What follows belongs to an exercise in optimizing a design on an open flow for small area and a short achievable clock period; a production flow would make more cautious choices. RTL that was checked went through simulation tests only; none was proved equivalent to the original. No activity file was given, so power comes from the tool's default toggle rates.

==> module div_step, before the edit <==
module div_step #(
   parameter int W = 16
) (
   input  logic [W-1:0] t,
   input  logic [W-1:0] d,
   input  logic         hz,
   output logic         fits,
   output logic [W-1:0] rem
);
   localparam int L = (W > 8) ? 4 : (W > 4) ? 3 : (W > 2) ? 2 : 1;
   logic [W-1:0] gg, pp, gt, pt;
   logic [W:0]   b;
   always_comb begin
      gg = t & d;
      pp = t | d;
      for (int l = 0; l < L; l++) begin
         for (int i = 0; i < W; i++) begin
            if ((i + 1) % (2 << l) == 0) begin
               gg[i] = gg[i] | (pp[i] & gg[i-(1<<l)]);
               pp[i] = pp[i] & pp[i-(1<<l)];
            end
         end
      end
      for (int l = L - 2; l >= 0; l--) begin
         for (int i = 0; i < W; i++) begin
            if ((i + 1) % (2 << l) == (1 << l) && i >= (2 << l)) begin
               gg[i] = gg[i] | (pp[i] & gg[i-(1<<l)]);
               pp[i] = pp[i] & pp[i-(1<<l)];
            end
         end
      end
      gt = t & d;
      pt = t | d;
      for (int l = 0; l < L; l++) begin
         for (int i = 0; i < W; i += (2 << l)) begin
            if (i + (1 << l) < W) begin
               gt[i + (1 << l)] = gt[i + (1 << l)] | (pt[i + (1 << l)] & gt[i]);
               pt[i + (1 << l)] = pt[i + (1 << l)] & pt[i];
               gt[i] = gt[i + (1 << l)];
               pt[i] = pt[i + (1 << l)];
            end
         end
      end
      b = {gg, 1'b0};
      fits = hz & ~gt[0];
      rem = t ^ ({W{fits}} & (d ^ b[W-1:0]));
   end
endmodule
export LEC_CHECK = 0
export ABC_AREA = 1
export CAP_MARGIN = 20
export CORE_MARGIN = 2
export CORE_UTILIZATION = 55
export CTS_BUF_LIST = sky130_fd_sc_hd__clkbuf_16
export CTS_CLUSTER_DIAMETER = 100
export CTS_CLUSTER_SIZE = 25
export PLACE_DENSITY = 0.7
export SETUP_SLACK_MARGIN = 1.8
export SLEW_MARGIN = 20
create_clock -name core_clock -period 4.0 [get_ports {clk}]
standard.sh (not shown) runs the stock make flow with config.mk's settings and CLKGATE_MAP_FILE= SYNTH_SCRIPT=/design/flow/synth_recipe.tcl, a recipe that flattens the netlist after the stock synthesis.
==> flow/flow/run.sh <==
#!/bin/bash
# The standard layout, with plain buffers (not delay cells) on the ports.
set -euo pipefail
export BUFFER_PORTS_ARGS="-buffer_cell sky130_fd_sc_hd__buf_2"
bash standard.sh > standard.log 2>&1
==> next run, changes <==
--- a/flow/design.v
+++ b/flow/design.v
@@ -97,6 +97,8 @@
 );
    localparam int L = (W > 8) ? 4 : (W > 4) ? 3 : (W > 2) ? 2 : 1;
-   logic [W-1:0] gg, pp, gt, pt;
+   logic [W-1:0] g [L+1];
+   logic [W-1:0] p [L+1];
    logic [W:0]   b;
+   logic [W-1:0] gg, pp;
    always_comb begin
       gg = t & d;
@@ -118,18 +120,7 @@
          end
       end
-      gt = t & d;
-      pt = t | d;
-      for (int l = 0; l < L; l++) begin
-         for (int i = 0; i < W; i += (2 << l)) begin
-            if (i + (1 << l) < W) begin
-               gt[i + (1 << l)] = gt[i + (1 << l)] | (pt[i + (1 << l)] & gt[i]);
-               pt[i + (1 << l)] = pt[i + (1 << l)] & pt[i];
-               gt[i] = gt[i + (1 << l)];
-               pt[i] = pt[i + (1 << l)];
-            end
-         end
-      end
-      b = {gg, 1'b0};
-      fits = hz & ~gt[0];
+      g[L] = gg;
+      b = {g[L], 1'b0};
+      fits = hz & ~b[W];
       rem = t ^ ({W{fits}} & (d ^ b[W-1:0]));
    end
Result: The changed run went through all stages and came out clean; global-route usage came out higher by 2.5 points; power came out higher by 1.8%; maximum frequency came out lower by 7.3%; count of clock-buffer cells in the layout stays the same; worst hold slack is worse by 0.038 ns; setup slack is worse by 0.16 ns; cell count came out higher by about 4%; via count came out higher by about 6%; cell area came out higher by 2.8%.
Function not checked in the second run of this note: the RTL went through the layout flow alone.

* * *

The RTL this note starts from:
==> flow/design.v <==
module pipelined_div #(
   parameter int unsigned N = 16,
   parameter int unsigned D = 16
) (
   input  logic         clk,
   input  logic         rst,
   input  logic         ce,
   input  logic         in_valid,
   input  logic [N-1:0] dividend,
   input  logic [D-1:0] divisor,
   output logic         out_valid,
   output logic [N-1:0] quotient,
   output logic [D-1:0] remainder
);
   logic [N:0] vld_q;
   always_ff @(posedge clk) begin
      if (!rst) vld_q <= '0;
      else if (ce) vld_q <= {vld_q[N-1:0], in_valid};
   end
   logic [N-1:0] dq_q0;
   logic [D-1:0] div_q0;
   always_ff @(posedge clk) begin
      if (ce) begin
         dq_q0  <= dividend;
         div_q0 <= divisor;
      end
   end
   genvar k;
   generate
      for (k = 0; k < int'(N); k++) begin : g_stage
         logic [N-1:0] dq_in;
         logic [D-1:0] div_in;
         logic [k:0]   trial;
         logic         hi_zero;
         logic         fits;
         logic [k:0]   rem_d;
         logic [N-1:0] dq_d;
         if (k == 0) begin : g_first
            assign dq_in  = dq_q0;
            assign div_in = div_q0;
            assign trial  = ~dq_in[N-1];
         end else begin : g_next
            assign dq_in  = g_stage[k-1].dq_q;
            assign div_in = g_stage[k-1].div_q;
            assign trial  = {g_stage[k-1].rem_q, ~dq_in[N-1]};
         end
         if (k + 1 < int'(D)) begin : g_hi
            assign hi_zero = ~|div_in[D-1:k+1];
         end else begin : g_nohi
            assign hi_zero = 1'b1;
         end
         div_step #(.W(k + 1)) u_step (
            .t    (trial),
            .d    (div_in[k:0]),
            .hz   (hi_zero),
            .fits (fits),
            .rem  (rem_d)
         );
         assign dq_d  = {dq_in[N-2:0], fits};
         logic [k:0]   rem_q;
         logic [N-1:0] dq_q;
         logic [D-1:0] div_q;
         if (k + 1 < int'(N)) begin : g_mid
            always_ff @(posedge clk) begin
               if (ce) begin
                  rem_q <= rem_d;   
                  dq_q  <= dq_d;
                  div_q <= div_in;
               end
            end
         end else begin : g_last
            always_ff @(posedge clk) begin
               if (!rst) begin
                  rem_q <= '0;
                  dq_q  <= '0;
               end else if (ce) begin
                  rem_q <= ~rem_d;
                  dq_q  <= dq_d;
               end
            end
            assign div_q = '0;
         end
      end
   endgenerate
   assign out_valid = vld_q[N];
   assign quotient  = g_stage[N-1].dq_q;
   assign remainder = g_stage[N-1].rem_q;
endmodule
module div_step #(
   parameter int W = 16
) (
   input  logic [W-1:0] t,
   input  logic [W-1:0] d,
   input  logic         hz,
   output logic         fits,
   output logic [W-1:0] rem
);
   localparam int L = (W > 8) ? 4 : (W > 4) ? 3 : (W > 2) ? 2 : 1;
   logic [W-1:0] g [L+1];
   logic [W-1:0] p [L+1];
   logic [W:0]   b;
   always_comb begin
      g[0] = t & d;
      p[0] = t | d;
      for (int l = 0; l < L; l++) begin
         for (int i = 0; i < W; i++) begin
            if (i >= (1 << l)) begin
               g[l+1][i] = g[l][i] | (p[l][i] & g[l][i-(1<<l)]);
               p[l+1][i] = p[l][i] & p[l][i-(1<<l)];
            end else begin
               g[l+1][i] = g[l][i];
               p[l+1][i] = p[l][i];
            end
         end
      end
      b = {g[L], 1'b0};
      fits = hz & ~b[W];
      rem = t ^ ({W{fits}} & (d ^ b[W-1:0]));
   end
endmodule
export LEC_CHECK = 0
export ABC_AREA = 1
export CAP_MARGIN = 20
export CORE_MARGIN = 2
export CORE_UTILIZATION = 55
export CTS_BUF_LIST = sky130_fd_sc_hd__clkbuf_16
export CTS_CLUSTER_DIAMETER = 100
export CTS_CLUSTER_SIZE = 25
export PLACE_DENSITY = 0.7
export SETUP_SLACK_MARGIN = 1.9
export SLEW_MARGIN = 20
create_clock -name core_clock -period 4.0 [get_ports {clk}]
Scripts as last shown in full above: flow/flow/run.sh
The baseline ran to the end with no violations.
Change:
--- a/flow/design.v
+++ b/flow/design.v
@@ -99,22 +99,41 @@
    logic [W-1:0] g [L+1];
    logic [W-1:0] p [L+1];
    logic [W:0]   b;
+   logic [W-1:0] gg, pp, gt, pt;
    always_comb begin
-      g[0] = t & d;
-      p[0] = t | d;
+      gg = t & d;
+      pp = t | d;
       for (int l = 0; l < L; l++) begin
          for (int i = 0; i < W; i++) begin
-            if (i >= (1 << l)) begin
-               g[l+1][i] = g[l][i] | (p[l][i] & g[l][i-(1<<l)]);
-               p[l+1][i] = p[l][i] & p[l][i-(1<<l)];
-            end else begin
-               g[l+1][i] = g[l][i];
-               p[l+1][i] = p[l][i];
+            if ((i + 1) % (2 << l) == 0) begin
+               gg[i] = gg[i] | (pp[i] & gg[i-(1<<l)]);
+               pp[i] = pp[i] & pp[i-(1<<l)];
+            end
+         end
+      end
+      for (int l = L - 2; l >= 0; l--) begin
+         for (int i = 0; i < W; i++) begin
+            if ((i + 1) % (2 << l) == (1 << l) && i >= (2 << l)) begin
+               gg[i] = gg[i] | (pp[i] & gg[i-(1<<l)]);
+               pp[i] = pp[i] & pp[i-(1<<l)];
+            end
+         end
+      end
+      g[L] = gg;
+      gt = t & d;
+      pt = t | d;
+      for (int l = 0; l < L; l++) begin
+         for (int i = 0; i < W; i += (2 << l)) begin
+            if (i + (1 << l) < W) begin
+               gt[i + (1 << l)] = gt[i + (1 << l)] | (pt[i + (1 << l)] & gt[i]);
+               pt[i + (1 << l)] = pt[i + (1 << l)] & pt[i];
+               gt[i] = gt[i + (1 << l)];
+               pt[i] = pt[i + (1 << l)];
             end
          end
       end
       b = {g[L], 1'b0};
-      fits = hz & ~b[W];
+      fits = hz & ~gt[0];
       rem = t ^ ({W{fits}} & (d ^ b[W-1:0]));
    end
 endmodule
After rerunning: The changed run produced a clean layout. Sequential power fell by about 0.6%. Non-clock buffer count rose by 32. Worst hold slack gets better by 26 ps. Sequential share of layout area rose by 1.7 points. Clock-buffer cell count does not change. Critical path depth rose by 4.
No functional check of the RTL was part of the second run of this note.

==> separate check: timing with driven ports <==
In the flow no input, the clock included, has a driving cell. The finished layouts below were timed again as built, in two steps. Step 1 (the two cells are an assumption about what drives the block):
set clk [get_ports {clk}]
set_driving_cell -lib_cell sky130_fd_sc_hd__clkbuf_16 $clk
set_driving_cell -lib_cell sky130_fd_sc_hd__buf_2 [delete_from_list [all_inputs] $clk]
Step 2 times the ports against the registers' clock, not the clock port: input delays grow and output delays shrink by t, the midpoint of the rising clock arrivals with the driver on. Slacks: no drivers / after step 1 / after step 2; pairs: no drivers / after step 1.
run | shift t [ns] | setup slack, ns | hold WS [ns] | worst setup path after step 2 | latest minus earliest clock arrival (ns)
the first run of note 1 | 0.645 | 1.898 / 1.898 / 1.373 | 0.377 / 0.346 / 0.408 | input to register | 0.024 / 0.025
the second run of note 1 | 0.677 | 1.733 / 1.733 / 1.661 | 0.339 / 0.308 / 0.419 | input to register | 0.017 / 0.017
the first run of note 2 | 0.671 | 1.927 / 1.927 / 1.566 | 0.351 / 0.312 / 0.418 | input to register | 0.028 / 0.027
the second run of note 2 | 0.645 | 1.917 / 1.917 / 1.373 | 0.377 / 0.347 / 0.406 | input to register | 0.026 / 0.026
After both steps every run listed still meets setup and hold. For the second run of note 2, which loses most, drivers alone change the setup slack by 0.000 ns; drivers and shift together by -0.544 ns.
